Source: an optimization exercise on an open RTL-to-GDS flow (aim: small area). Production flows keep margins and buffers that such runs may drop.
In this exercise RTL edits were held to simulation tests only and were not proved equivalent to the original.
Power is estimated from default activity; no workload was simulated.

**flow/config.mk**
```make
export PLATFORM = sky130hd
export DESIGN_NAME = eth_udp_bridge
export DESIGN_NICKNAME = eth_udp_bridge
export VERILOG_FILES = /design/flow/design.v
export SDC_FILE = /design/flow/constraint.sdc
export NUM_CORES = 4
export LEC_CHECK = 0
export CAP_MARGIN = 20
export CORE_MARGIN = 2
export CORE_UTILIZATION = 40
export SLEW_MARGIN = 20
```
**flow/constraint.sdc**
```tcl
create_clock -name core_clock -period 5.0 [get_ports {clk}]
set_input_delay 1.0000 -clock core_clock [delete_from_list [all_inputs] [get_ports {clk}]]
set_output_delay 1.0000 -clock core_clock [all_outputs]
set_load 0.01 [all_outputs]
```
**flow/design.v**
```verilog
`default_nettype none
module pkt_fifo (
  input  wire        clk,
  input  wire        rst,
  input  wire [7:0]  i_wr_tdata,
  input  wire        i_wr_tvalid,
  input  wire        i_wr_tlast,
  output logic       o_wr_tready,
  output logic [7:0] o_rd_tdata,
  output logic       o_rd_tvalid,
  output logic       o_rd_tlast,
  input  wire        i_rd_tready,
  input  wire        i_clear,
  output logic [4:0] o_level,
  output logic       o_done
);
  logic [8:0] mem [16];
  logic [4:0] wr_ptr;
  logic [4:0] rd_ptr;
  logic       push;
  logic       pop;
  assign o_level     = wr_ptr - rd_ptr;
  assign o_wr_tready = ~o_level[4];
  assign push        = i_wr_tvalid && o_wr_tready;
  assign o_rd_tvalid = (wr_ptr != rd_ptr);
  logic [8:0] head;
  always_comb begin
    head = '0;
    for (int i = 0; i < 16; i++) begin
      head = head | (mem[i] & {9{rd_ptr[3:0] == 4'(i)}});
    end
  end
  assign o_rd_tdata  = head[7:0];
  assign o_rd_tlast  = head[8];
  assign pop         = o_rd_tvalid && i_rd_tready;
  assign o_done      = pop && o_rd_tlast;
  always_ff @(posedge clk) begin
    if (push) begin
      mem[wr_ptr[3:0]] <= {i_wr_tlast, i_wr_tdata};
    end
  end
  always_ff @(posedge clk) begin
    if (rst || i_clear) begin
      wr_ptr <= '0;
      rd_ptr <= '0;
    end else begin
      if (push) wr_ptr <= wr_ptr + 1'b1;
      if (pop)  rd_ptr <= rd_ptr + 1'b1;
    end
  end
endmodule
`default_nettype wire
`default_nettype none
module eth_udp_bridge (
  input  wire         clk,
  input  wire         rst,
  input  wire         i_csr_wr,
  input  wire         i_csr_rd,
  input  wire [4:0]   i_csr_addr,
  input  wire [31:0]  i_csr_wdata,
  output logic [31:0] o_csr_rdata,
  output logic        o_csr_rvalid,
  input  wire [7:0]   i_rx_tdata,
  input  wire         i_rx_tvalid,
  input  wire         i_rx_tlast,
  output logic        o_rx_tready,
  input  wire         i_rx_hdr_valid,
  input  wire [47:0]  i_rx_mac,
  input  wire [31:0]  i_rx_ip,
  input  wire [15:0]  i_rx_src_port,
  input  wire [15:0]  i_rx_dst_port,
  input  wire [15:0]  i_rx_len,
  output logic        o_tx_hdr_valid,
  input  wire         i_tx_hdr_ready,
  output logic [47:0] o_tx_mac,
  output logic [31:0] o_tx_ip,
  output logic [31:0] o_tx_src_ip,
  output logic [15:0] o_tx_src_port,
  output logic [15:0] o_tx_dst_port,
  output logic [15:0] o_tx_len,
  output logic [7:0]  o_tx_tdata,
  output logic        o_tx_tvalid,
  output logic        o_tx_tlast,
  input  wire         i_tx_tready,
  output logic [47:0] o_local_mac,
  output logic [31:0] o_local_ip,
  output logic [31:0] o_gateway_ip,
  output logic [31:0] o_subnet_mask,
  output logic        o_pkt_recv,
  output logic        o_pkt_sent
);
  logic [31:0] ad;        
  always_comb begin
    for (int k = 0; k < 32; k++) ad[k] = (i_csr_addr == 5'(k));
  end
  logic cmd_wr, send_req, clr_irq, clr_rxf, clr_txf;
  assign cmd_wr   = i_csr_wr && ad[13];
  assign send_req = cmd_wr && i_csr_wdata[0];
  assign clr_irq  = cmd_wr && i_csr_wdata[1];
  assign clr_rxf  = cmd_wr && i_csr_wdata[2];
  assign clr_txf  = cmd_wr && i_csr_wdata[3];
  logic [31:0] wd;
  assign wd = i_csr_wdata & {32{~rst}};
  logic [15:0] send_src_port, send_dst_port, send_len;
  logic [31:0] send_ip;
  always_ff @(posedge clk) if (rst || (i_csr_wr && ad[0])) o_local_mac[31:0]  <= wd;
  always_ff @(posedge clk) if (rst || (i_csr_wr && ad[1])) o_local_mac[47:32] <= wd[15:0];
  always_ff @(posedge clk) if (rst || (i_csr_wr && ad[2])) o_local_ip         <= wd;
  always_ff @(posedge clk) if (rst || (i_csr_wr && ad[3])) o_gateway_ip       <= wd;
  always_ff @(posedge clk) if (rst || (i_csr_wr && ad[4])) o_subnet_mask      <= wd;
  always_ff @(posedge clk) if (rst || (i_csr_wr && ad[5])) send_ip            <= wd;
  always_ff @(posedge clk) if (rst || (i_csr_wr && ad[6])) {send_src_port, send_dst_port} <= wd;
  always_ff @(posedge clk) if (rst || (i_csr_wr && ad[7])) send_len           <= wd[15:0];
  assign o_tx_mac      = o_local_mac;
  assign o_tx_src_ip   = o_local_ip;
  assign o_tx_ip       = send_ip;
  assign o_tx_src_port = send_src_port;
  assign o_tx_dst_port = send_dst_port;
  assign o_tx_len      = send_len;
  logic [47:0] recv_mac;
  logic [31:0] recv_ip;
  logic [15:0] recv_src_port, recv_dst_port, recv_len;
  logic        recv_vld;
  always_ff @(posedge clk) begin
    if (i_rx_hdr_valid) begin
      recv_mac      <= i_rx_mac;
      recv_ip       <= i_rx_ip;
      recv_src_port <= i_rx_src_port;
      recv_dst_port <= i_rx_dst_port;
      recv_len      <= i_rx_len;
    end
  end
  always_ff @(posedge clk) begin
    if (rst)                 recv_vld <= 1'b0;
    else if (i_rx_hdr_valid) recv_vld <= 1'b1;
  end
  logic       rx_pop_req;
  logic [8:0] rx_head;
  logic       rx_valid, rx_done;
  logic [4:0] rx_level, tx_level;
  logic       tx_done;
  assign rx_pop_req = i_csr_rd && ad[16];
  pkt_fifo rx_fifo_i (
    .clk         (clk),
    .rst         (rst),
    .i_wr_tdata  (i_rx_tdata),
    .i_wr_tvalid (i_rx_tvalid),
    .i_wr_tlast  (i_rx_tlast),
    .o_wr_tready (o_rx_tready),
    .o_rd_tdata  (rx_head[7:0]),
    .o_rd_tvalid (rx_valid),
    .o_rd_tlast  (rx_head[8]),
    .i_rd_tready (rx_pop_req),
    .i_clear     (clr_rxf),
    .o_level     (rx_level),
    .o_done      (rx_done)
  );
  pkt_fifo tx_fifo_i (
    .clk         (clk),
    .rst         (rst),
    .i_wr_tdata  (i_csr_wdata[7:0]),
    .i_wr_tvalid (i_csr_wr && ad[15]),
    .i_wr_tlast  (i_csr_wdata[8]),
    .o_wr_tready (),
    .o_rd_tdata  (o_tx_tdata),
    .o_rd_tvalid (o_tx_tvalid),
    .o_rd_tlast  (o_tx_tlast),
    .i_rd_tready (i_tx_tready),
    .i_clear     (clr_txf),
    .o_level     (tx_level),
    .o_done      (tx_done)
  );
  always_ff @(posedge clk) begin
    if (rst)                 o_tx_hdr_valid <= 1'b0;
    else if (o_tx_hdr_valid) o_tx_hdr_valid <= ~i_tx_hdr_ready;
    else                     o_tx_hdr_valid <= send_req;
  end
  always_ff @(posedge clk) begin
    if (rst || clr_irq) begin
      o_pkt_recv <= 1'b0;
      o_pkt_sent <= 1'b0;
    end else begin
      o_pkt_recv <= o_pkt_recv || rx_done;
      o_pkt_sent <= o_pkt_sent || tx_done;
    end
  end
  logic [31:0] status;
  always_comb begin
    status = '0;
    status[0]     = o_pkt_recv;
    status[1]     = o_pkt_sent;
    status[2]     = ~rx_valid;
    status[3]     = rx_level[4];
    status[4]     = ~o_tx_tvalid;
    status[5]     = tx_level[4];
    status[12:8]  = rx_level;
    status[20:16] = tx_level;
  end
  logic [31:0] rdata_next;
  always_comb begin
    rdata_next = ({32{ad[0]}} & o_local_mac[31:0])
               | ({32{ad[1]}} & {16'h0, o_local_mac[47:32]})
               | ({32{ad[2]}} & o_local_ip)
               | ({32{ad[3]}} & o_gateway_ip)
               | ({32{ad[4]}} & o_subnet_mask)
               | ({32{ad[5]}} & send_ip)
               | ({32{ad[6]}} & {send_src_port, send_dst_port})
               | ({32{ad[7]}} & {16'h0, send_len})
               | ({32{ad[8]  && recv_vld}} & recv_ip)
               | ({32{ad[9]  && recv_vld}} & {recv_src_port, recv_dst_port})
               | ({32{ad[10] && recv_vld}} & {16'h0, recv_len})
               | ({32{ad[11] && recv_vld}} & recv_mac[31:0])
               | ({32{ad[12] && recv_vld}} & {16'h0, recv_mac[47:32]})
               | ({32{ad[14]}} & status)
               | ({32{ad[16] && rx_valid}} & {22'h0, 1'b1, rx_head});
  end
  always_ff @(posedge clk) begin
    if (rst) o_csr_rvalid <= 1'b0;
    else     o_csr_rvalid <= i_csr_rd;
  end
  always_ff @(posedge clk) o_csr_rdata <= rdata_next;
endmodule
`default_nettype wire
```
**flow/flow/run.sh**
```bash
#!/bin/bash
# The standard layout (standard.sh, every step unchanged), with two
# settings of its own:
#  - the port buffers that buffer_ports inserts are the smallest buffer cell
#    (every input and output port still gets its own buffer);
#  - the clock tree uses clkbuf_16 only, with larger sink clusters and no
#    dummy loads.
# make's full output goes to standard.log here; ORFS's per-step logs stay
# under orfs/logs/.
set -euo pipefail
export BUFFER_PORTS_ARGS="-buffer_cell sky130_fd_sc_hd__buf_1"
export CTS_ARGS="-sink_clustering_enable -repair_clock_nets -dont_use_dummy_load -buf_list sky130_fd_sc_hd__clkbuf_16 -sink_clustering_size 25 -sink_clustering_max_diameter 100"
bash standard.sh > standard.log 2>&1
```
**flow/standard.sh**
```bash
#!/bin/bash
# synth_recipe.tcl (not shown) runs the flow's synth.tcl, then flattens the netlist and writes it again
# the make line also repeats each setting of config.mk as NAME=value (left out here)
make -C /OpenROAD-flow-scripts/flow DESIGN_CONFIG=/design/flow/config.mk WORK_HOME=/design/flow/orfs CLKGATE_MAP_FILE= SYNTH_SCRIPT=/design/flow/synth_recipe.tcl "${@:-finish}"
```
==> results of run 1 <==
## cell families (layout without fill, tap and decap cells)
| logic type | after synthesis | in the layout | synth area share |
|---|---|---|---|
| AO/OA/AOI/OAI | 384 | 384 | 0.107 |
| other | 0 | 6 | 0 |
| buffers and inverters | 203 | 650 | 0.0405 |
| multiplexers | 36 | 36 | 0.0161 |
| flip-flops | 697 | 697 | 0.754 |
| adder cells (fa/ha/maj) | 26 | 26 | 0.0126 |
| AND/OR/NAND/NOR | 336 | 336 | 0.0631 |
| XOR/XNOR | 18 | 18 | 0.00584 |
## layout by cell type (no fill, tap or decap), drive strengths merged, types with 5 or more instances in the layout
cell type	synthesis	routed
and3	24	24
a221oi	25	25
dfxtp	57	57
ha	24	24
o21ai	22	22
xor2	6	6
buf	113	591
nand2	92	92
or3	11	11
nor2	56	56
and2	5	5
mux2	20	20
diode	0	6
xnor2	12	12
a21oi	42	42
clkbuf	68	37
a211o	15	15
nor3	10	10
inv	21	21
a22o	9	9
a211oi	6	6
a22oi	177	177
mux2i	12	12
a31oi	10	10
a222oi	34	34
nor2b	43	43
nand2b	5	5
nand3	55	55
nand4	16	16
a21o	13	13
edfxtp	640	640
## state kept, by name, summed over array words and instances (netlist names), 32 cells and up
name	flops
o_local_mac	48
tx_fifo_i.mem	144
recv_mac	48
recv_ip	32
o_local_ip	32
rx_fifo_i.mem	144
o_gateway_ip	32
o_csr_rdata	32
send_ip	32
o_subnet_mask	32
## synthesized netlist by cell type (10+ instances only)
master | number | area, µm²
nand3_1 | 55 | 275
a21o_1 | 13 | 97.6
nand2_1 | 92 | 345
nor2b_1 | 43 | 269
dfxtp_1 | 57 | 1140
and3_1 | 24 | 150
o21ai_0 | 22 | 110
or3_1 | 10 | 62.6
edfxtp_1 | 640 | 19200
buf_2 | 24 | 120
a22oi_1 | 177 | 1330
nor2_1 | 56 | 210
a211o_1 | 15 | 131
buf_4 | 80 | 601
clkbuf_1 | 67 | 251
a21oi_1 | 42 | 210
xnor2_1 | 12 | 105
mux2_2 | 20 | 225
a221oi_1 | 25 | 219
a222oi_1 | 34 | 340
nand4_1 | 16 | 100
inv_1 | 21 | 78.8
mux2i_1 | 12 | 120
ha_1 | 24 | 300
a31oi_1 | 10 | 62.6
## through the flow
step / cell area, µm² / worst slack (ps) / instances / power (W) / utilization
4_1_cts: 30500 / 761 / 3020 / 0.0107 / 0.454
5_1_grt: 30500 / 583 / 3024 / 0.0110 / 0.455
2_1_floorplan: 27000 / 1690 / 1700 / 0.00731 / -
6_report: 30500 / 731 / 3026 / 0.0107 / 0.455
3_5_place_dp: 29600 / 1220 / 2986 / 0.00786 / 0.442
3_3_place_gp: 29600 / 1310 / 2986 / 0.00786 / 0.442
## metal layers
metal  vias up  part of all wire
met4        12             0.035
met2      1102              0.48
met1      9222              0.39
met5         -           0.00092
met3       161              0.10
li1       7503                 -
## how the worst max path moves through the flow
| stage | start | slack, ps | end |
|---|---|---|---|
| 6_report | tx_fifo_i.rd_ptr[1]$_SDFFE_PP0P_ | 730 | o_tx_tdata[1] |
| 2_1_floorplan | i_csr_addr[3] | 1690 | o_local_mac[0]$_DFFE_PP_ |
| 4_1_cts | tx_fifo_i.rd_ptr[1]$_SDFFE_PP0P_ | 760 | o_tx_tdata[1] |
| 3_3_place_gp | i_csr_addr[1] | 1310 | send_src_port[3]$_DFFE_PP_ |
| 3_5_place_dp | tx_fifo_i.rd_ptr[2]$_SDFFE_PP0P_ | 1220 | tx_fifo_i.mem[12][3]$_DFFE_PP_ |
| 5_1_grt | rx_fifo_i.rd_ptr[2]$_SDFFE_PP0P_ | 580 | o_rx_tready |
## final cells by class
type | count | area (µm²) | share of cell area
multi-input combinational | 800 | 5600 | 0.184
inverter | 22 | 82.6 | 0.00271
sequential | 697 | 20400 | 0.668
tap | 873 | 1090 | 0.0358
clock buffer | 34 | 851 | 0.0279
timing repair buffer | 594 | 2480 | 0.0814
antenna | 6 | 15.0 | 0.000493
## power groups by stage
stage	logic (W)	clock network, W	registers (W)
after floorplan	0.000302	0	0.00700
after global placement	0.000821	0	0.00703
after detailed placement	0.000828	0	0.00704
after CTS	0.000830	0.00301	0.00691
after global routing	0.000872	0.00317	0.00693
final	0.000832	0.00297	0.00692
==> flow_summary.ini, run 1 <==
[cts]
cts_tree = yes
hold_buffers = 0
cts_root_buf = clkbuf_16
clockBufferDepth = 3
clk_latency_ps = 590
post_cts_buffers = 0
cts_sinks = 697
ctsResizeCount = 0
cts_made_buffers = 34
cts.clk_slew.worst_paths_ps = 100
htreeDepth = 2

[final_layout]
fin_nets = 2357
drive_above_1_share = 0.0671
fillers = 6101
syn_to_final_growth_pct = 13.0

[timing]
relSlewSlack = 0.124
fmax_mhz = 234
hold_viol_final = 0
post-route-min-period_ps = 4270
hold_ws_ps = 467
finalCritPeriodShare = 0.854
tns_ps = 0
fin_worst_skew_ps = 53.7
worstMarginPinSlew_ps = 1300
final_max_slew_viol_count = 0
rsz0062_at_grt = no
finalSetupViolations = 0

[grt]
grt_use_total = 0.276
overflow = 0
grt_pass1_wl_um = 136000
met2_usage = 0.448
grt_max_degree = 69
busiest_layer = met2
antenna_found_initial = 10
grtUsageMet3 = 0.0735
grt_util_met1 = 0.361
grt_pass1_vias = 17385

[setup_path]
critPathMaxFanout = 16
crit_path_cell_trace = inv_1 -> ha_1 -> buf_4 -> a22o_1 -> a221oi_1 -> mux4_2 -> nand2_1 -> buf_1
critical_path_depth = 8
slowest_stage = ha_1
cp_data_arrival_time_ps = 3270
cp-start-kind = register
rr_worst_depth = 7
worst_path_dominant_cell_family = buffers and inverters
cpPeakStageDelay_ps = 720
rrSetupSlack_ps = 1130
critPathRequiredTime_ps = 4000
reg2reg_from = tx_fifo_i.rd_ptr[2]$_SDFFE_PP0P_
path_buf_inv = 3
cp-end-kind = output port
rr_endpoint = tx_fifo_i.mem[12][0]$_DFFE_PP_
criticalPathCategory = register to output port

[floorplan]
ios = 533
placementRows = 95
start_util = 0.403
design.die.area_um2 = 69600
die_h_um = 264
coreArea_um2 = 67000
die_w_um = 264

[run]
drv_cap = 0

[pwr]
internal_power_w = 0.00813
p_comb_frac = 0.078
power_frac_seq = 0.645
power.density_nw_per_um2 = 352
p_leak_nw = 9.83
power.share.clock = 0.277
ir_drop_uv = 270
p_sw_w = 0.00259
p_sw_frac = 0.242

[drt]
wire_per_inst_um = 32.7
drt_iter0_drc = 2332
route.detailed.drc = 0
antenna_left = 0
dr.pass1.iters = 9
wl_um = 99100
via_per_inst = 5.95
dr_total_vias = 18000

[yosys]
netlist_area_um2 = 27000
synth-async-reset-ratio = 0
ys_types = 66
synth.avg_cell_area_um2 = 15.9
synth_seq_cells = 697
synth_edf_count = 640
yosysWarnings = 2
synth_nets = 1908
ys_seq_area_frac = 0.754
ys.flop_type = edfxtp_1
postSynthCellCount = 1700

[placed_design]
dpl.hpwl_um = 71200
io_buffer_count = 532
place_congestion = 0.948

[worst_hold_path]
min_to = o_csr_rdata[28]$_DFF_P_
hold_path_class = register to register
holdPathStages = 1
min-delay-start = recv_ip[28]$_DFFE_PP_

[outcome]
status = no timing/DRC/antenna violations
==> run 2, diff against run 1 <==
--- a/flow/design.v
+++ b/flow/design.v
@@ -17,10 +17,16 @@
   logic [8:0] mem [16];
-  logic [4:0] wr_ptr;
-  logic [4:0] rd_ptr;
+  logic [4:0] level;
   logic       push;
   logic       pop;
-  assign o_level     = wr_ptr - rd_ptr;
-  assign o_wr_tready = ~o_level[4];
+  assign o_level     = level;
+  assign o_wr_tready = ~level[4];
   assign push        = i_wr_tvalid && o_wr_tready;
-  assign o_rd_tvalid = (wr_ptr != rd_ptr);
+  assign o_rd_tvalid = (level != '0);
+  assign pop         = o_rd_tvalid && i_rd_tready;
+  always_ff @(posedge clk) begin
+    if (push) begin
+      mem[0] <= {i_wr_tlast, i_wr_tdata};
+      for (int i = 1; i < 16; i++) mem[i] <= mem[i-1];
+    end
+  end
   logic [8:0] head;
@@ -29,21 +35,17 @@
     for (int i = 0; i < 16; i++) begin
-      head = head | (mem[i] & {9{rd_ptr[3:0] == 4'(i)}});
-    end
-  end
-  assign o_rd_tdata  = head[7:0];
-  assign o_rd_tlast  = head[8];
-  assign pop         = o_rd_tvalid && i_rd_tready;
-  assign o_done      = pop && o_rd_tlast;
-  always_ff @(posedge clk) begin
-    if (push) begin
-      mem[wr_ptr[3:0]] <= {i_wr_tlast, i_wr_tdata};
-    end
-  end
+      head = head | (mem[i] & {9{level[3:0] == 4'(i + 1)}});
+    end
+  end
+  assign o_rd_tdata = head[7:0];
+  assign o_rd_tlast = head[8];
+  assign o_done     = pop && o_rd_tlast;
   always_ff @(posedge clk) begin
     if (rst || i_clear) begin
-      wr_ptr <= '0;
-      rd_ptr <= '0;
+      level <= '0;
     end else begin
-      if (push) wr_ptr <= wr_ptr + 1'b1;
-      if (pop)  rd_ptr <= rd_ptr + 1'b1;
+      case ({push, pop})
+        2'b10:   level <= level + 1'b1;
+        2'b01:   level <= level - 1'b1;
+        default: level <= level;
+      endcase
     end
==> run 2 against run 1 <==
Still clean on timing, DRC and antenna. Sequential cell count down 10. Sequential share of layout area up 0.63 points. Combinational power up 5.9%. Clock power about the same. Fmax up 0.52%. Clock-buffer cell count unchanged. Critical path type unchanged. Critical endpoint is now o_tx_tdata[6].
==> flow_summary.ini, run 2 <==
[final_layout]
syn_to_final_growth_pct = 12.2
fin_nets = 2225
final-seq-area_um2 = 20200
layout_common_cells = 640 x edfxtp_1, 530 x buf_1, 123 x a22oi_1
final_common_cell = edfxtp_1
fillers = 5880
drive_above_1_share = 0.0729
multi_input_area_um2 = 5390

[floorplan]
die_w_um = 262
placementRows = 94
die_h_um = 262
start_util = 0.405
coreArea_um2 = 65900
design.die.area_um2 = 68700
ios = 533

[timing]
hold_ws_ps = 436
final_max_slew_viol_count = 0
fmax_mhz = 235
rsz0062_at_grt = no
hold_viol_final = 0
finalCritPeriodShare = 0.849
post-route-min-period_ps = 4250
fin_worst_skew_ps = 40.0
worstMarginPinSlew_ps = 1130
tns_ps = 0
finalSetupViolations = 0
relSlewSlack = 0.248

[grt]
grt_max_degree = 87
grt_pass1_vias = 16685
grt_use_total = 0.258
grt_pass1_wl_um = 126000
antenna_found_initial = 5
overflow = 0

[cts]
clockBufferDepth = 3
post_cts_buffers = 0
clk_latency_ps = 580
cts_sinks = 687
cts_made_buffers = 34
cts.clk_slew.worst_paths_ps = 100
cts_tree = yes
cts_root_buf = clkbuf_16
hold_buffers = 0
htreeDepth = 2
ctsResizeCount = 0

[yosys]
synth_top_area_frac = 0.721
synth_seq_cells = 687
synth.avg_cell_area_um2 = 16.6
netlist_area_um2 = 26700
ys_types = 82
synth-async-reset-ratio = 0
ys.flop_type = edfxtp_1
synth_common_cells = 640 x edfxtp_1, 123 x a22oi_1, 88 x buf_4, 59 x nor2b_1, 57 x nand3_1
yosysTopAreaCell = edfxtp_1
synth_edf_count = 640
yosysWarnings = 3
postSynthCellCount = 1602
synth_nets = 1794
synth_most_common_cell = edfxtp_1
ys_seq_area_frac = 0.756
synthTopCellsByArea = edfxtp_1 72%, dfxtp_1 3.5%, a22oi_1 3.5%

[placed_design]
dpl.hpwl_um = 64100
place_congestion = 0.912
io_buffer_count = 532

[setup_path]
cp-end-kind = output port
cp-start-kind = register
criticalPathCategory = register to output port
cp_data_arrival_time_ps = 3250
critPathMaxFanout = 20
critPathRequiredTime_ps = 4000

[pwr]
p_leak_nw = 9.48
power.density_nw_per_um2 = 359
ir_drop_uv = 247
power.total_w = 0.0107

[drt]
via_per_inst = 5.94
wire_per_inst_um = 31.5
route.detailed.drc = 0
wl_um = 91300
drt_iter0_drc = 2278
antenna_left = 0
dr_total_vias = 17194
dr.pass1.iters = 7

[outcome]
status = no timing/DRC/antenna violations

[run]
drv_cap = 0

[worst_hold_path]
hold_path_class = register to register
## run 2: cell type report
class / count / area share
well taps: 864 / 0.0361
inverters: 14 / 0.00201
clock buffers: 34 / 0.0284
flip-flops and latches: 687 / 0.674
repair buffers: 575 / 0.0790
multi-input cells: 721 / 0.180
diodes: 1 / 0.0000837
## run 2: worst max-delay path, stage by stage (launching register included)
cell and delay (ps):
dfxtp_1 910, clkinv_1 630, nor2_1 440, a32oi_1 160
a31o_2 250, nand3_1 130, buf_1 170
## run 2: logic make-up after synthesis
kind of cell,share of synthesized area
adders and majority gates,0.00526
muxes,0.0283
and+or+nand+nor,0.0638
AOI/OAI and AO/OA,0.102
xor gates and xnor gates,0.00131
DFF,0.756
buffers and inverters,0.0428
## run 2: worst paths after layout
check	start	end	slack (ps)	depth (start not counted)
worst min register to register	rx_fifo_i.mem[3][6]$_DFFE_PP_	rx_fifo_i.mem[4][6]$_DFFE_PP_	440	0
worst max-delay path	tx_fifo_i.level[1]$_SDFFE_PP0P_	o_tx_tdata[6]	750	6
worst min-delay path	rx_fifo_i.mem[3][6]$_DFFE_PP_	rx_fifo_i.mem[4][6]$_DFFE_PP_	440	0
worst max register to register	tx_fifo_i.level[1]$_SDFFE_PP0P_	tx_fifo_i.level[4]$_SDFFE_PP0P_	1260	11
## run 2: layer usage
| metal | global-route usage | share of wire |
|---|---|---|
| met3 | 0.0546 | 0.094 |
| met4 | 0.0904 | 0.036 |
| met2 | 0.409 | 0.47 |
| met5 | 0 | 0.00023 |
| met1 | 0.354 | 0.40 |
## run 2: through the flow
| stage | cell area, µm² | instances | utilization | setup WS (ps) |
|---|---|---|---|---|
| global placement | 29100 | 2861 | 0.441 | 1190 |
| global route | 29900 | 2896 | 0.454 | 548 |
| detailed placement | 29100 | 2861 | 0.441 | 1070 |
| finish | 29900 | 2896 | 0.454 | 753 |
| floorplan | 26700 | 1602 | - | 23.0 |
| CTS | 29900 | 2895 | 0.454 | 686 |
## run 2: where the power goes
group	switching (W)	internal [W]	leakage, nW
Sequential	0.000239	0.00665	6.51
Combinational	0.000643	0.000238	2.55
Clock	0.00174	0.00123	0.419
==> run 3, diff against run 2 <==
==> flow/flow/run.sh (replaced) <==
#!/bin/bash
set -euo pipefail
here=$(pwd)
export AREA_ABC_SCRIPT="$here/flow/area.abc"
export FLOW_SYNTH_TCL="$here/synth_recipe.tcl"
export BUFFER_PORTS_ARGS="-buffer_cell sky130_fd_sc_hd__buf_1"
export CTS_ARGS="-sink_clustering_enable -repair_clock_nets -dont_use_dummy_load -buf_list sky130_fd_sc_hd__clkbuf_16 -sink_clustering_size 25 -sink_clustering_max_diameter 100"
grep -q "SYNTH_SCRIPT=[^ ]*synth_recipe.tcl" standard.sh
sed -e "s#SYNTH_SCRIPT=[^ ]*synth_recipe.tcl#SYNTH_SCRIPT=$here/flow/synth.tcl#" standard.sh > area_standard.sh
bash area_standard.sh > standard.log 2>&1
==> flow/flow/area.abc (new file) <==
&get -n
&st
&dch -f
&nf -R 1000
&st
&dch -f
&nf -R 1000
&put
==> flow/flow/synth.tcl (new file) <==
# Synthesis: the standard flow's own script (synth_recipe.tcl in the work folder, run
# unchanged), except that the combinational mapping step (ORFS's abc call)
# runs flow/area.abc, an area-oriented ABC script, in place of ORFS's
# delay-oriented one. Flip-flops are mapped before abc runs, so the
# registers, their names and their cells are the standard synthesis's.
proc abc {args} {
  set i [lsearch -exact $args -script]
  if { $i >= 0 } { lset args [expr {$i + 1}] $::env(AREA_ABC_SCRIPT) }
  puts "abc script: [lindex $args [expr {$i + 1}]]"
  yosys abc {*}$args
}
source $::env(FLOW_SYNTH_TCL)
==> run 3 against run 2 <==
Still clean. Clock skew down 21 ps. Register-to-register slack improved by 580 ps. First-iteration DRC count is 32% higher. Cell count shrank 8.7%. Fmax up 2.3%. Sequential cell count stayed put. Synthesized cell count down 17%. Total power is 1.1% higher. Via count shrank 5.6%. Clock-buffer cell count is 3 lower. Sequential power is 0.9% higher. Clock power fell by 6%. Largest cell class unchanged.
==> flow_summary.ini, run 3 <==
[yosys]
synth_edf_count = 640
postSynthCellCount = 1328
synth_nets = 1520
synth_most_common_cell = edfxtp_1
synth_seq_cells = 687
synth_top_area_frac = 0.775
ys_seq_area_frac = 0.813
ys.flop_type = edfxtp_1
synth-async-reset-ratio = 0
yosysTopAreaCell = edfxtp_1
synth_common_cells = 640 x edfxtp_1, 137 x a222oi_1, 80 x buf_4, 58 x a22oi_1, 48 x nor2_1
synthTopCellsByArea = edfxtp_1 77%, a222oi_1 5.5%, dfxtp_1 3.8%
netlist_area_um2 = 24800
yosysWarnings = 3
ys_types = 37
synth.avg_cell_area_um2 = 18.7

[cts]
ctsResizeCount = 0
cts_tree = yes
clk_latency_ps = 610
post_cts_buffers = 0
cts_sinks = 687
cts.clk_slew.worst_paths_ps = 90
htreeDepth = 1
hold_buffers = 0
clockBufferDepth = 3
cts_made_buffers = 31
cts_root_buf = clkbuf_16

[outcome]
status = no timing/DRC/antenna violations

[setup_path]
reg2reg_from = tx_fifo_i.level[0]$_SDFFE_PP0P_
rr_endpoint = tx_fifo_i.level[4]$_SDFFE_PP0P_
criticalPathCategory = register to output port
critPathRequiredTime_ps = 4000
cp-start-kind = register
crit_start = tx_fifo_i.level[2]$_SDFFE_PP0P_
critPathMaxFanout = 10
rr_worst_depth = 13
rrSetupSlack_ps = 1840
cp-end-kind = output port
cp_data_arrival_time_ps = 3150

[timing]
hold_viol_final = 0
worstMarginPinSlew_ps = 1210
tns_ps = 0
rsz0062_at_grt = no
post-route-min-period_ps = 4150
finalSetupViolations = 0
relSlewSlack = 0.187
fmax_mhz = 241
fin_worst_skew_ps = 18.6
final_max_slew_viol_count = 0
finalCritPeriodShare = 0.831

[drt]
via_per_inst = 6.13
drt_iter0_drc = 3011
wire_per_inst_um = 32.9
dr_total_vias = 16227
wl_um = 87000
antenna_left = 0
dr.pass1.iters = 9
route.detailed.drc = 0

[final_layout]
final_common_cell = edfxtp_1
drive_above_1_share = 0.0563
fillers = 5439
fin_nets = 2041
layout_common_cells = 640 x edfxtp_1, 530 x buf_1, 137 x a222oi_1
post-route-util = 0.463
syn_to_final_growth_pct = 14.7

[worst_hold_path]
min-delay-start = tx_fifo_i.mem[5][1]$_DFFE_PP_
min_to = tx_fifo_i.mem[6][1]$_DFFE_PP_
holdPathStages = 0
hold_path_class = register to register

[pwr]
power.density_nw_per_um2 = 382
ir_drop_uv = 268
p_leak_nw = 9.02

[floorplan]
placementRows = 91
start_util = 0.403
die_w_um = 253
design.die.area_um2 = 64000
die_h_um = 253
coreArea_um2 = 61500
ios = 533

[grt]
grt_max_degree = 75
overflow = 0
grt_pass1_wl_um = 118000
grt_pass1_vias = 15516
grt_use_total = 0.262
antenna_found_initial = 13

[placed_design]
dpl.hpwl_um = 60500
place_congestion = 0.918
io_buffer_count = 532

[run]
drv_cap = 0
## run 3: worst max path at each step
stage	to	slack, ps
global route	o_tx_tlast	730
finish	o_tx_tdata[6]	850
detailed placement	tx_fifo_i.level[4]$_SDFFE_PP0P_	1410
global placement	tx_fifo_i.level[4]$_SDFFE_PP0P_	1350
floorplan	o_local_mac[0]$_DFFE_PP_	630
CTS	o_tx_tdata[6]	920
## run 3: where the power goes
part	switching (W)	internal (W)	total, W
Clock	0.00168	0.00111	0.00279
Combinational	0.000796	0.000326	0.00112
Sequential	0.000283	0.00667	0.00695
Total	0.00276	0.00810	0.0109
## run 3: metal layers
metal,wire length (µm),track usage
met3,11000,0.0731
met5,67,0
met1,32200,0.353
met4,3860,0.104
met2,39700,0.403
## run 3: through the flow
| step | cells | hold slack (ps) | power, W | instance area [µm²] | setup WS (ps) |
|---|---|---|---|---|---|
| after CTS | 2636 | 454 | 0.0109 | 28400 | 922 |
| after floorplan | 1328 | 425 | 0.00751 | 24800 | 630 |
| final | 2645 | 449 | 0.0109 | 28500 | 847 |
| after detailed placement | 2605 | 433 | 0.00818 | 27600 | 1410 |
| after global routing | 2638 | 460 | 0.0112 | 28400 | 733 |
| after global placement | 2605 | 428 | 0.00817 | 27600 | 1350 |
## run 3: critical path, cell delays in order, from the launching register on
cell	delay [ps]
dfxtp_1	590
nand2_1	210
nor2_1	870
a222oi_1	270
and3_1	210
nand4_1	200
buf_1	190
## run 3: cell families after synthesis
logic type / count (synthesis) / share of synthesized area
AND/OR/NAND/NOR: 240 / 0.0501
adder cells (fa/ha/maj): 10 / 0.00565
multiplexers: 2 / 0.000807
flip-flops: 687 / 0.813
AO/OA/AOI/OAI: 290 / 0.102
XOR/XNOR: 6 / 0.00212
buffers and inverters: 93 / 0.0262
## run 3: final cells by class
| class | count | area, µm² | share of cell area |
|---|---|---|---|
| antenna | 8 | 20.0 | 0.000704 |
| clock buffer | 31 | 776 | 0.0273 |
| inverter | 13 | 53.8 | 0.00189 |
| multi-input combinational | 548 | 4150 | 0.146 |
| sequential | 687 | 20200 | 0.708 |
| tap | 790 | 988 | 0.0347 |
| timing repair buffer | 568 | 2310 | 0.0812 |
==> run 4, diff against run 3 <==
--- a/flow/design.v
+++ b/flow/design.v
@@ -103,14 +103,22 @@
   assign clr_txf  = cmd_wr && i_csr_wdata[3];
-  logic [31:0] wd;
-  assign wd = i_csr_wdata & {32{~rst}};
   logic [15:0] send_src_port, send_dst_port, send_len;
   logic [31:0] send_ip;
-  always_ff @(posedge clk) if (rst || (i_csr_wr && ad[0])) o_local_mac[31:0]  <= wd;
-  always_ff @(posedge clk) if (rst || (i_csr_wr && ad[1])) o_local_mac[47:32] <= wd[15:0];
-  always_ff @(posedge clk) if (rst || (i_csr_wr && ad[2])) o_local_ip         <= wd;
-  always_ff @(posedge clk) if (rst || (i_csr_wr && ad[3])) o_gateway_ip       <= wd;
-  always_ff @(posedge clk) if (rst || (i_csr_wr && ad[4])) o_subnet_mask      <= wd;
-  always_ff @(posedge clk) if (rst || (i_csr_wr && ad[5])) send_ip            <= wd;
-  always_ff @(posedge clk) if (rst || (i_csr_wr && ad[6])) {send_src_port, send_dst_port} <= wd;
-  always_ff @(posedge clk) if (rst || (i_csr_wr && ad[7])) send_len           <= wd[15:0];
+  logic [7:0] ld, hd;    
+  always_comb begin
+    for (int k = 0; k < 8; k++) begin
+      ld[k] = ~rst &  (i_csr_wr && ad[k]);
+      hd[k] = ~rst & ~(i_csr_wr && ad[k]);
+    end
+  end
+  always_ff @(posedge clk) begin
+    o_local_mac[31:0]  <= (o_local_mac[31:0]  & {32{hd[0]}}) | (i_csr_wdata        & {32{ld[0]}});
+    o_local_mac[47:32] <= (o_local_mac[47:32] & {16{hd[1]}}) | (i_csr_wdata[15:0]  & {16{ld[1]}});
+    o_local_ip         <= (o_local_ip         & {32{hd[2]}}) | (i_csr_wdata        & {32{ld[2]}});
+    o_gateway_ip       <= (o_gateway_ip       & {32{hd[3]}}) | (i_csr_wdata        & {32{ld[3]}});
+    o_subnet_mask      <= (o_subnet_mask      & {32{hd[4]}}) | (i_csr_wdata        & {32{ld[4]}});
+    send_ip            <= (send_ip            & {32{hd[5]}}) | (i_csr_wdata        & {32{ld[5]}});
+    {send_src_port, send_dst_port}
+                       <= ({send_src_port, send_dst_port} & {32{hd[6]}}) | (i_csr_wdata & {32{ld[6]}});
+    send_len           <= (send_len           & {16{hd[7]}}) | (i_csr_wdata[15:0]  & {16{ld[7]}});
+  end
   assign o_tx_mac      = o_local_mac;
@@ -124,15 +132,11 @@
   logic [15:0] recv_src_port, recv_dst_port, recv_len;
-  logic        recv_vld;
-  always_ff @(posedge clk) begin
-    if (i_rx_hdr_valid) begin
-      recv_mac      <= i_rx_mac;
-      recv_ip       <= i_rx_ip;
-      recv_src_port <= i_rx_src_port;
-      recv_dst_port <= i_rx_dst_port;
-      recv_len      <= i_rx_len;
-    end
-  end
-  always_ff @(posedge clk) begin
-    if (rst)                 recv_vld <= 1'b0;
-    else if (i_rx_hdr_valid) recv_vld <= 1'b1;
+  logic hv, hh;    
+  assign hv = ~rst &  i_rx_hdr_valid;
+  assign hh = ~rst & ~i_rx_hdr_valid;
+  always_ff @(posedge clk) begin
+    recv_mac      <= (recv_mac      & {48{hh}}) | (i_rx_mac      & {48{hv}});
+    recv_ip       <= (recv_ip       & {32{hh}}) | (i_rx_ip       & {32{hv}});
+    recv_src_port <= (recv_src_port & {16{hh}}) | (i_rx_src_port & {16{hv}});
+    recv_dst_port <= (recv_dst_port & {16{hh}}) | (i_rx_dst_port & {16{hv}});
+    recv_len      <= (recv_len      & {16{hh}}) | (i_rx_len      & {16{hv}});
   end
@@ -210,7 +214,7 @@
                | ({32{ad[7]}} & {16'h0, send_len})
-               | ({32{ad[8]  && recv_vld}} & recv_ip)
-               | ({32{ad[9]  && recv_vld}} & {recv_src_port, recv_dst_port})
-               | ({32{ad[10] && recv_vld}} & {16'h0, recv_len})
-               | ({32{ad[11] && recv_vld}} & recv_mac[31:0])
-               | ({32{ad[12] && recv_vld}} & {16'h0, recv_mac[47:32]})
+               | ({32{ad[8]}} & recv_ip)
+               | ({32{ad[9]}} & {recv_src_port, recv_dst_port})
+               | ({32{ad[10]}} & {16'h0, recv_len})
+               | ({32{ad[11]}} & recv_mac[31:0])
+               | ({32{ad[12]}} & {16'h0, recv_mac[47:32]})
                | ({32{ad[14]}} & status)
==> run 4 against run 3 <==
Combinational power fell by 22%. Largest power group unchanged. Via count increased by 20%. Register-to-register slack got worse by 320 ps. Sequential power is 12% lower. Largest cell class unchanged. Sequential cell count is 1 lower. Die area decreased by 2.6%. Clock-buffer cell count increased by 3. Final area down 0.77%. First-iteration DRC count rose by 10%. Wire length rose by 8.6%. Global-route usage is 2.7 points higher. Clock skew is 29 ps higher.
==> flow_summary.ini, run 4 <==
[floorplan]
start_util = 0.402
placementRows = 90
coreArea_um2 = 60000
ios = 533
die_h_um = 250
die_w_um = 250
design.die.area_um2 = 62400

[cts]
cts_sinks = 686
cts_made_buffers = 34
cts_root_buf = clkbuf_16
post_cts_buffers = 0
hold_buffers = 0
clk_latency_ps = 580
htreeDepth = 2
ctsResizeCount = 0
clockBufferDepth = 3
cts.clk_slew.worst_paths_ps = 100
cts_tree = yes

[yosys]
synth_top_area_frac = 0.358
synth_most_common_cell = dfxtp_1
synth-async-reset-ratio = 0
synthTopCellsByArea = edfxtp_1 36%, dfxtp_1 33%, a22o_1 13%
synth_nets = 1850
synth_seq_cells = 686
yosysWarnings = 3
synth_common_cells = 398 x dfxtp_1, 363 x a22o_1, 288 x edfxtp_1, 155 x a222oi_1, 80 x buf_4
yosysTopAreaCell = edfxtp_1
ys.flop_type = dfxtp_1
synth_edf_count = 288
ys_seq_area_frac = 0.688
ys_types = 38
netlist_area_um2 = 24200
postSynthCellCount = 1658
synth.avg_cell_area_um2 = 14.6

[drt]
dr_total_vias = 19392
dr.pass1.iters = 8
wl_um = 94400
drt_iter0_drc = 3327
via_per_inst = 6.50
route.detailed.drc = 0
wire_per_inst_um = 31.6
antenna_left = 0

[setup_path]
rr_worst_depth = 14
rr_endpoint = rx_fifo_i.level[4]$_SDFFE_PP0P_
rrSetupSlack_ps = 1520
cp_data_arrival_time_ps = 3070
reg2reg_from = rx_fifo_i.level[4]$_SDFFE_PP0P_
cp-start-kind = register
cp-end-kind = output port
criticalPathCategory = register to output port
critPathMaxFanout = 10
critPathRequiredTime_ps = 4000

[placed_design]
io_buffer_count = 532
dpl.hpwl_um = 63200
pre_cts_slack_ps = 1190
place_congestion = 0.885
placed_cells = 2947

[grt]
overflow = 0
grt_use_total = 0.289
grt_pass1_wl_um = 132000
antenna_found_initial = 7
grt_pass1_vias = 18076
grt_max_degree = 91

[pwr]
internal_power_w = 0.00751
p_sw_frac = 0.249
p_leak_nw = 9.67
p_comb_frac = 0.088
ir_drop_uv = 197
power.share.clock = 0.299
p_sw_w = 0.00249
power.density_nw_per_um2 = 354
power_frac_seq = 0.613

[worst_hold_path]
holdPathStages = 0
min_to = rx_fifo_i.mem[10][5]$_DFFE_PP_
min-delay-start = rx_fifo_i.mem[9][5]$_DFFE_PP_
hold_path_class = register to register

[timing]
post-route-min-period_ps = 4070
rsz0062_at_grt = no
fmax_mhz = 246
hold_viol_final = 0
finalSetupViolations = 0
final_max_slew_viol_count = 0
worstMarginPinSlew_ps = 1240
fin_worst_skew_ps = 47.2
tns_ps = 0
timing.final.ws_setup_ps = 930
finalCritPeriodShare = 0.814
relSlewSlack = 0.170

[final_layout]
final_common_cell = buf_1
fin_nets = 2394
post-route-util = 0.470
layoutNonFillerInstCount = 2985
drive_above_1_share = 0.0627
syn_to_final_growth_pct = 16.9
layout_common_cells = 531 x buf_1, 398 x dfxtp_1, 363 x a22o_1

[outcome]
status = no timing/DRC/antenna violations

[run]
drv_cap = 0
[run 4: cell types whose count changed after synthesis, sizes merged, moves of 6 or more]
cell    previous run  this run
edfxtp           640       288
dfxtp             47       398
a22o              25       363
nor2b             35         4
a222oi           137       155
nand2             41        58
a221oi            27        14
nand3             41        30
a21oi              9        18
a21o              12         4
nor2              48        56
o21ai             12         4
a31oi              0         6
[run 4: worst max path at each step]
stage / startpoint / end / slack [ps] / depth (start not counted)
global placement: i_csr_addr[1] / tx_fifo_i.level[4]$_SDFFE_PP0P_ / 1180 / 12
floorplan: i_csr_addr[0] / o_local_ip[0]$_DFF_P_ / 380 / 5
CTS: tx_fifo_i.level[1]$_SDFFE_PP0P_ / o_tx_tdata[2] / 880 / 6
detailed placement: i_csr_addr[0] / tx_fifo_i.level[4]$_SDFFE_PP0P_ / 1190 / 12
finish: tx_fifo_i.level[1]$_SDFFE_PP0P_ / o_tx_tdata[0] / 930 / 6
global route: tx_fifo_i.level[1]$_SDFFE_PP0P_ / o_tx_tdata[0] / 770 / 6
[run 4: layout make-up]
type	instances	area [µm²]
tap	782	978
timing repair buffer	588	2550
clock buffer	34	851
inverter	13	53.8
fill	5434	31800
antenna	3	7.51
multi-input combinational	879	7180
sequential	686	16600
[run 4: stage by stage]
stage               power, W  hold WS, ps  area, µm²
global route          0.0103          450      28200
floorplan            0.00664          425      24200
finish                0.0100          450      28200
CTS                   0.0100          447      28200
global placement     0.00710          429      27200
detailed placement   0.00713          433      27300
[run 4: cells by family (layout without fill, tap and decap cells)]
kind of cell             Yosys count  after routing  share of synthesized area
buffers and inverters             93            635                     0.0269
AND/OR/NAND/NOR                  223            223                     0.0450
flip-flops                       686            686                      0.688
multiplexers                       2              2                   0.000829
AO/OA/AOI/OAI                    638            638                      0.231
XOR/XNOR                           6              6                    0.00218
adder cells (fa/ha/maj)           10             10                    0.00580
other                              0              3                          0
[run 4: power by group through the flow]
stage	clock, W	sequential, W	combinational, W
after CTS	0.00302	0.00613	0.000874
after global routing	0.00319	0.00615	0.000934
after detailed placement	0	0.00625	0.000872
after floorplan	0	0.00621	0.000427
final	0.00299	0.00614	0.000879
after global placement	0	0.00625	0.000855
[run 4: metal layers]
| layer | vias to the layer above | part of all wire | track usage |
|---|---|---|---|
| li1 | 8034 | - | - |
| met5 | - | 0.00028 | 0 |
| met3 | 163 | 0.12 | 0.0707 |
| met2 | 1444 | 0.46 | 0.451 |
| met1 | 9747 | 0.39 | 0.396 |
| met4 | 4 | 0.029 | 0.0910 |
[run 4: worst max-delay path: stages, from the launching register on]
cell	delay, ps
dfxtp_1	640
nand2_1	210
nor2_1	840
a222oi_1	260
and3_1	230
nand4_1	150
buf_1	180
==> run 5, diff against run 4 <==
--- a/flow/flow/run.sh
+++ b/flow/flow/run.sh
@@ -6,3 +6,3 @@
 export BUFFER_PORTS_ARGS="-buffer_cell sky130_fd_sc_hd__buf_1"
-export CTS_ARGS="-sink_clustering_enable -repair_clock_nets -dont_use_dummy_load -buf_list sky130_fd_sc_hd__clkbuf_16 -sink_clustering_size 25 -sink_clustering_max_diameter 100"
+export CTS_ARGS="-sink_clustering_enable -repair_clock_nets -dont_use_dummy_load -buf_list sky130_fd_sc_hd__clkbuf_8 -sink_clustering_size 15 -sink_clustering_max_diameter 100"
 grep -q "SYNTH_SCRIPT=[^ ]*synth_recipe.tcl" standard.sh
--- a/flow/config.mk
+++ b/flow/config.mk
@@ -7,5 +7,5 @@
 export LEC_CHECK = 0
-export CAP_MARGIN = 20
+export CAP_MARGIN = 10
 export CORE_MARGIN = 2
 export CORE_UTILIZATION = 40
-export SLEW_MARGIN = 20
+export SLEW_MARGIN = 10
==> run 5 against run 4 <==
Non-clock buffer count decreased by 5. Global-route usage down 0.051 points. Cell count is 0.50% higher. Total power shrank 2.9%. Combinational power shrank 0.6%. Clock skew up 24 ps. Sequential power is essentially flat. Clock power fell by 9.4%. Critical path depth did not move. Final area shrank 0.88%. Sequential share of layout area is 0.52 points higher. Core utilization decreased by 0.41 points. Critical path type unchanged. Critical endpoint is now o_tx_tdata[6]. Largest cell class unchanged.
==> flow_summary.ini, run 5 <==
[outcome]
status = no timing/DRC/antenna violations

[final_layout]
layoutNonFillerInstCount = 3000
syn_to_final_growth_pct = 15.9
fin_nets = 2407
fillers = 5416
layout_common_cells = 531 x buf_1, 398 x dfxtp_1, 363 x a22o_1
final_common_cell = buf_1
drive_above_1_share = 0.0682

[cts]
hold_buffers = 0
cts_root_buf = clkbuf_8
cts_tree = yes
htreeDepth = 2
clockBufferDepth = 3
post_cts_buffers = 0
cts_sinks = 686
clk_latency_ps = 700
cts_made_buffers = 52
cts.clk_slew.worst_paths_ps = 100
ctsResizeCount = 0

[setup_path]
rr_endpoint = rx_fifo_i.level[4]$_SDFFE_PP0P_
rrSetupSlack_ps = 1440
critPathRequiredTime_ps = 4000
cpPeakStageDelay_ps = 870
critPathMaxFanout = 10
crit_path_cell_trace = nand2_1 -> nor2_1 -> a222oi_1 -> and3_1 -> nand4_1 -> buf_1
worst_path_dominant_cell_family = simple AND/OR/NAND/NOR gates
crit_start = tx_fifo_i.level[2]$_SDFFE_PP0P_
cp-end-kind = output port
rr_worst_depth = 14
slowest_stage = nor2_1
cp_data_arrival_time_ps = 3230
cp-start-kind = register
reg2reg_from = rx_fifo_i.level[4]$_SDFFE_PP0P_
criticalPathCategory = register to output port
path_buf_inv = 1

[worst_hold_path]
min-delay-start = rx_fifo_i.mem[8][8]$_DFFE_PP_
hold_path_class = register to register
min_to = rx_fifo_i.mem[9][8]$_DFFE_PP_
holdPathStages = 0

[yosys]
synth-async-reset-ratio = 0
synth_top_area_frac = 0.358
synth.avg_cell_area_um2 = 14.6
yosysTopAreaCell = edfxtp_1
synth_common_cells = 398 x dfxtp_1, 363 x a22o_1, 288 x edfxtp_1, 155 x a222oi_1, 80 x buf_4
ys_seq_area_frac = 0.688
synth_edf_count = 288
netlist_area_um2 = 24200
ys.flop_type = dfxtp_1
synth_seq_cells = 686
yosysWarnings = 3
synth_nets = 1850
ys_types = 38
synthTopCellsByArea = edfxtp_1 36%, dfxtp_1 33%, a22o_1 13%
postSynthCellCount = 1658
synth_most_common_cell = dfxtp_1

[timing]
finalCritPeriodShare = 0.846
fmax_mhz = 236
tns_ps = 0
finalSetupViolations = 0
fin_worst_skew_ps = 71.7
relSlewSlack = 0.156
hold_ws_ps = 423
post-route-min-period_ps = 4230
hold_viol_final = 0
final_max_slew_viol_count = 0
worstMarginPinSlew_ps = 1260
rsz0062_at_grt = no

[placed_design]
io_buffer_count = 532
placed_cells = 2943
place_congestion = 0.885
dpl.hpwl_um = 62700

[drt]
drt_iter0_drc = 3331
wire_per_inst_um = 31.4
wl_um = 94300
dr.pass1.iters = 8
route.detailed.drc = 0
dr_total_vias = 19438
antenna_left = 0
via_per_inst = 6.48

[floorplan]
coreArea_um2 = 60000
ios = 533
placementRows = 90
design.die.area_um2 = 62400
die_h_um = 250
start_util = 0.402
die_w_um = 250

[pwr]
power.density_nw_per_um2 = 347
p_leak_nw = 9.58
ir_drop_uv = 231

[grt]
grt_util_met1 = 0.387
met2_usage = 0.450
overflow = 0
grtUsageMet3 = 0.0815
busiest_layer = met2
grt_use_total = 0.288
grt_pass1_wl_um = 132000
grt_max_degree = 91
antenna_found_initial = 11
grt_pass1_vias = 18359

[run]
drv_cap = 0
run 5: cell counts after synthesis:
No cell type changed its count.
run 5: worst max path at each step:
stage / cells past startpoint / end / slack (ps)
6_report: 6 / o_tx_tdata[6] / 770
5_1_grt: 6 / o_tx_tdata[0] / 650
4_1_cts: 6 / o_tx_tdata[6] / 780
3_5_place_dp: 14 / rx_fifo_i.level[4]$_SDFFE_PP0P_ / 1210
3_3_place_gp: 12 / tx_fifo_i.level[4]$_SDFFE_PP0P_ / 1180
2_1_floorplan: 5 / o_local_ip[0]$_DFF_P_ / 380
run 5: metal layers:
metal  wire length (µm)  vias up  share of wire
met5                 26        -        0.00028
met4               2940        4          0.031
met3              11400      175           0.12
met2              43100     1465           0.46
met1              36900     9732           0.39
li1                   -     8062              -
run 5: metrics by stage:
stage | instance area, µm² | total power [W] | setup slack [ps] | util
2_1_floorplan | 24200 | 0.00664 | 376 | -
3_3_place_gp | 27200 | 0.00710 | 1180 | 0.453
3_5_place_dp | 27300 | 0.00712 | 1210 | 0.454
4_1_cts | 28000 | 0.00974 | 776 | 0.466
5_1_grt | 28000 | 0.0100 | 651 | 0.466
6_report | 28000 | 0.00972 | 769 | 0.466
run 5: final cells by class:
cell class                      count  area [µm²]  share of cell area
Tap cell                          782         978              0.0350
Clock buffer                       52         716              0.0256
Antenna cell                        5        12.5            0.000447
Inverter                           13        53.8             0.00192
Sequential cell                   686       16600               0.594
Timing Repair Buffer              583        2430              0.0869
Multi-Input combinational cell    879        7180               0.257
run 5: worst register-to-register path, cell delays in order, from the launching register on:
cell	delay (ps)
dfxtp_1	510
clkinv_1	470
nand2_1	390
nand3_1	300
nor2_1	280
ha_1	320
clkinv_1	120
fa_1	420
nor2b_1	120
o21ai_0	70
nand2b_1	90
a21oi_1	70
o21ai_0	100
xnor2_1	140
nor2_1	50
run 5: power by group:
group / internal, W / total (W) / switching, W
sequential: 0.00599 / 0.00614 / 0.000144
combinational: 0.000289 / 0.000874 / 0.000585
clock: 0.000930 / 0.00271 / 0.00178
run 5: kinds of logic after synthesis:
kind of cell / synth area share
flip-flops: 0.688
AO/OA/AOI/OAI: 0.231
AND/OR/NAND/NOR: 0.0450
buffers and inverters: 0.0269
adder cells (fa/ha/maj): 0.00580
XOR/XNOR: 0.00218
multiplexers: 0.000829

-- afterwards: timing with drivers on the ports --
The results above use ideal ports. As a check the final layouts listed here were re-extracted and re-timed, cells and wires unchanged.
Step 1 assumes that a clkbuf_16 drives the clock port and a buf_2 every other input.
Step 2 adds t to the input delays and takes it off the output delays; t is the mean of the earliest and latest rising clock arrival at the registers after step 1. Input paths then give back, and output paths get back, about the clock's delay inside the block.
Slacks: ideal ports / drivers / drivers and shift; pairs: ideal ports / drivers.
run	shift t [ns]	setup slack, ns	hold WS [ns]	latest minus earliest clock arrival (ns)
run 1	0.631	0.731 / 0.667 / 1.026	0.467 / 0.467 / 0.467	0.056 / 0.056
run 2	0.623	0.753 / 0.687 / 1.000	0.436 / 0.436 / 0.436	0.041 / 0.042
run 3	0.672	0.847 / 0.782 / 1.227	0.449 / 0.449 / 0.449	0.026 / 0.026
run 4	0.626	0.930 / 0.866 / 1.120	0.450 / 0.450 / 0.450	0.066 / 0.066
run 5	0.729	0.769 / 0.708 / 1.152	0.423 / 0.423 / 0.423	0.078 / 0.078
After both steps every run listed still meets setup and hold.
